Context: an optimization exercise on an open-source flow, tuned for small area, a short achievable clock period and few clock cycles. The choices shown serve that exercise and are no tape-out recipe.
Where RTL was checked, it was by simulation tests only, not by an equivalence proof against the original.
Power and IR drop assume default switching activity.

Design replay_block_deframer_core, start of the top module:
module replay_block_deframer_core
(
    input  logic        i_clk,
    input  logic        i_rst_n,
    input  logic        i_valid,
    output logic        o_stall,
    input  logic [7:0]  i_data_byte,
    output logic        o_valid,
    input  logic        i_stall,
    output logic        o_result_kind,
    output logic [3:0]  o_marker_bits,
    output logic [31:0] o_timestamp_bits,
    output logic [31:0] o_content_length,
    output logic [7:0]  o_block_type,
    output logic [31:0] o_block_param,
    output logic [7:0]  o_content_byte,
    output logic        o_last_of_block
);
    logic        push;
    logic        full;
    logic        q_valid;
    logic        pop;
    logic        hdr_taken;
    logic        time_busy;
    logic [9:0]  push_item;
    logic [9:0]  q_item;
    logic [3:0]  p_flags;
    logic [31:0] p_time;
    logic [31:0] p_len;
    logic [7:0]  p_type;
    logic [31:0] p_param;
    assign o_content_length = p_len;
    assign o_block_type     = p_type;
    assign o_block_param    = p_param;
    rbd_front u_front (
        .i_clk         (i_clk),
        .i_rst_n       (i_rst_n),
        .i_valid       (i_valid),
        .i_data_byte   (i_data_byte),
        .i_full        (full),
        .i_hdr_taken   (hdr_taken),
        .i_words_out   (q_valid || o_valid),
        .i_prev        (o_timestamp_bits),
        .o_stall       (o_stall),
        .o_push        (push),
        .o_entry       (push_item),
        .o_hdr_pending (),
        .o_time_busy   (time_busy),
        .o_flags       (p_flags),
        .o_time        (p_time),
        .o_len         (p_len),
        .o_type        (p_type),
        .o_param       (p_param)
    );
    rbd_queue u_queue (
        .i_clk   (i_clk),
        .i_rst_n (i_rst_n),
        .i_push  (push),
        .i_item  (push_item),
        .i_pop   (pop),
        .o_full  (full),
        .o_valid (q_valid),
        .o_item  (q_item)
    );
    rbd_back u_back (
        .i_clk       (i_clk),
        .i_rst_n     (i_rst_n),
        .i_q_valid   (q_valid),
        .i_q_item    (q_item),
        .i_time_busy (time_busy),
        .i_flags     (p_flags),
  ...
Size: roughly 1700 cells after synthesis, about 280 flip-flops, ~130 I/O pins, about 18000 µm² of cells after synthesis.
Settings: LEC_CHECK=0, ABC_CLOCK_PERIOD_IN_PS=3000, CAP_MARGIN=20, CORE_MARGIN=2, CORE_UTILIZATION=40, SETUP_SLACK_MARGIN=5, SLEW_MARGIN=20; clock period 8.5 ns.
run.sh (not shown) runs the stock make flow with config.mk's settings and CLKGATE_MAP_FILE= SYNTH_SCRIPT=/design/flow/synth_recipe.tcl, a recipe that flattens the netlist after the stock synthesis.
Testbench counts at the start, summed over its fixed seeds: cycles 13,091.
Change:
Settings changed: ABC_CLOCK_PERIOD_IN_PS 3000 to default.
The new run finished with timing, DRC and antenna clean.
Total power does not change.
Area after synthesis does not change.
Maximum frequency is unchanged.
Worst setup slack stays the same.
Routed wire length is unchanged.
Final area stays the same.
Global-route usage stays the same.
Sequential power barely changes.
Critical path depth does not change.
Register-to-register slack barely changes.


Another version of the RTL of replay_block_deframer_core (not shown whole).
For scale: about 1800 cells after synthesis.
clock: 8.5 ns
lec_check: 0
cap_margin: 20
core_margin: 2
core_utilization: 60
cts_cluster_diameter: 100
cts_cluster_size: 22
setup_slack_margin: 5
slew_margin: 20
standard.sh (not shown) runs the stock make flow with config.mk's settings and CLKGATE_MAP_FILE= SYNTH_SCRIPT=/design/flow/synth_recipe.tcl, a recipe that flattens the netlist after the stock synthesis.
==> flow/flow/run.sh <==
#!/bin/bash
# The standard layout, with the port buffers made from the smallest plain
# buffer cell instead of the resizer's default choice.
set -euo pipefail
export BUFFER_PORTS_ARGS="-buffer_cell sky130_fd_sc_hd__buf_1"
bash standard.sh finish > standard.log 2>&1
The baseline finished clean.
Testbench counts at the start, summed over its fixed seeds: cycles 12,648.
Then changed:
Settings changed: CORE_UTILIZATION 60 to 40.
The new run ran to the end with no violations; die area rises by 49%; cell area went up by 1.8%; global-route usage drops by 10 points; non-clock buffer count shrinks by 3.
Then changed:
Settings changed: CORE_UTILIZATION 40 to 70.
After rerunning: The new run produced a clean layout. Critical path depth rose by 1. Setup slack is worse by 0.16 ns. Die area fell by about 40%. Via count rose by about 6%. Global-route usage rose by 15 points.


replay_block_deframer_core, a different RTL version from the one above (not shown whole).
Size in the first run: roughly 1800 cells after synthesis, roughly 260 flip-flops, about 0.017 mm2 of cells after synthesis.
==> flow/design.v (excerpt) <==
module replay_block_deframer_core
(
    input  logic        i_clk,
    input  logic        i_rst_n,
    input  logic        i_valid,
    output logic        o_stall,
    input  logic [7:0]  i_data_byte,
    output logic        o_valid,
    input  logic        i_stall,
    output logic        o_result_kind,
    output logic [3:0]  o_marker_bits,
    output logic [31:0] o_timestamp_bits,
    output logic [31:0] o_content_length,
    output logic [7:0]  o_block_type,
    output logic [31:0] o_block_param,
    output logic [7:0]  o_content_byte,
    output logic        o_last_of_block
);
export LEC_CHECK = 0
export CAP_MARGIN = 20
export CORE_MARGIN = 2
export CORE_UTILIZATION = 40
export CTS_BUF_LIST = sky130_fd_sc_hd__clkbuf_8
export SETUP_SLACK_MARGIN = 5
export SLEW_MARGIN = 20
create_clock -name core_clock -period 8.5 [get_ports {i_clk}]
run.sh (not shown) runs the stock make flow with config.mk's settings and CLKGATE_MAP_FILE= SYNTH_SCRIPT=/design/flow/synth_recipe.tcl, a recipe that flattens the netlist after the stock synthesis.
Stock flow here: none of the scripts above is used.
The baseline finished with timing, DRC and antenna clean.
==> next run, changes <==
- CTS_BUF_LIST: sky130_fd_sc_hd__clkbuf_8 -> default
Result: The changed run finished clean. Maximum frequency decreases slightly. Global-route usage falls by 0.38 points. Flip-flop and latch count is unchanged. Count of clock-buffer cells in the layout drops by 12. First-iteration DRC count shrinks by roughly a tenth. Critical path depth stays the same.
No run of this note included a check of the RTL's function; only the layout flow was run.


== the previous run ==
replay_block_deframer_core, a different RTL version from the one above (not shown whole).
Size in the first run: roughly 1700 cells after synthesis, about 260 flip-flops.
Design replay_block_deframer_core, start of the top module:
module replay_block_deframer_core
(
    input  logic        i_clk,
    input  logic        i_rst_n,
    input  logic        i_valid,
    output logic        o_stall,
    input  logic [7:0]  i_data_byte,
    output logic        o_valid,
    input  logic        i_stall,
    output logic        o_result_kind,
    output logic [3:0]  o_marker_bits,
    output logic [31:0] o_timestamp_bits,
    output logic [31:0] o_content_length,
    output logic [7:0]  o_block_type,
    output logic [31:0] o_block_param,
    output logic [7:0]  o_content_byte,
    output logic        o_last_of_block
);
Settings: LEC_CHECK=0, CAP_MARGIN=20, CORE_MARGIN=2, CORE_UTILIZATION=55, CTS_BUF_LIST=sky130_fd_sc_hd__clkbuf_4, CTS_CLUSTER_SIZE=25, SETUP_SLACK_MARGIN=5, SLEW_MARGIN=20; clock period 8.5 ns.
The previous run finished every stage and its layout cleared the timing, design-rule and antenna checks.
diff inputs: the previous run => the current run
# the previous run
export LEC_CHECK = 0
export CAP_MARGIN = 20
export CORE_MARGIN = 2
export CORE_UTILIZATION = 55
export CTS_BUF_LIST = sky130_fd_sc_hd__clkbuf_4
export CTS_CLUSTER_SIZE = 25
export SETUP_SLACK_MARGIN = 5
export SLEW_MARGIN = 20
create_clock -name core_clock -period 8.5 [get_ports {i_clk}]
# the current run
export LEC_CHECK = 0
export CAP_MARGIN = 20
export CORE_MARGIN = 2
export CORE_UTILIZATION = 40
export SETUP_SLACK_MARGIN = 5
export SLEW_MARGIN = 20
create_clock -name core_clock -period 8.5 [get_ports {i_clk}]
--- outcome ---
Against the previous run as the reference, the current run delivers a higher tap cell instance count. [compare] base=the previous run new=the current run: critical path depth dropped 1, site row count saw an increase, overall routed net length increased by 3.5% relative to the old numbers. Die area was lower in the previous run than in the current run. Summary — post-placement setup slack, the current run relative to the previous run: lower, by 0.12 ns. Share of total power in the clock network, the previous run and the current run, higher one = the current run. Proportion of register bits with asynchronous set or reset after synthesis came out exactly the same in the previous run and the current run. The current run: via-per-instance ratio is 0.36 lower than what the previous run reported. Compared with the previous run, the current run shows a higher footprint of the multi-input gates. The current run does better than the previous run on upper clock frequency limit.
No run of this note included a check of the RTL's function; only the layout flow was run.

-- re-timing with driven ports --
In the flow no input, the clock included, has a driving cell. The finished layouts below were timed again as built, in two steps.
Step 1, drivers: a clkbuf_16 drives i_clk and a buf_2 each remaining input, both assumed.
Step 2 adds t to the input delays and takes it off the output delays; t is the mean of the earliest and latest rising clock arrival at the registers after step 1. Input paths then give back, and output paths get back, about the clock's delay inside the block.
Slacks: ideal / step 1 / step 2; pairs: ideal / step 1.
| run | t (ns) | setup slack, ns | worst hold slack (ns) | worst setup path after step 2 | worst register clock-pin slew, ns |
|---|---|---|---|---|---|
| the first run of note 1 | 0.587 | 4.731 / 4.731 / 4.216 | 0.418 / 0.418 / 0.418 | input to register | 0.06 / 0.06 |
| the second run of note 1 | 0.587 | 4.731 / 4.731 / 4.216 | 0.418 / 0.418 / 0.418 | input to register | 0.06 / 0.06 |
| the first run of note 2 | 0.558 | 4.920 / 4.920 / 4.496 | 0.449 / 0.449 / 0.449 | input to register | 0.10 / 0.10 |
| the second run of note 2 | 0.560 | 4.910 / 4.910 / 4.593 | 0.468 / 0.468 / 0.468 | input to register | 0.10 / 0.10 |
| the third run of note 2 | 0.548 | 4.752 / 4.752 / 4.361 | 0.456 / 0.456 / 0.456 | input to register | 0.10 / 0.10 |
| the first run of note 3 | 0.681 | 4.685 / 4.685 / 4.395 | 0.421 / 0.421 / 0.421 | input to register | 0.07 / 0.07 |
| the second run of note 3 | 0.639 | 4.665 / 4.665 / 4.401 | 0.429 / 0.429 / 0.429 | input to register | 0.06 / 0.06 |
| the previous run | 0.733 | 4.438 / 4.438 / 4.154 | 0.423 / 0.423 / 0.423 | input to register | 0.07 / 0.07 |
| the current run | 0.629 | 4.501 / 4.501 / 4.501 | 0.451 / 0.451 / 0.451 | register to register | 0.06 / 0.06 |
After both steps every run listed still meets setup and hold.
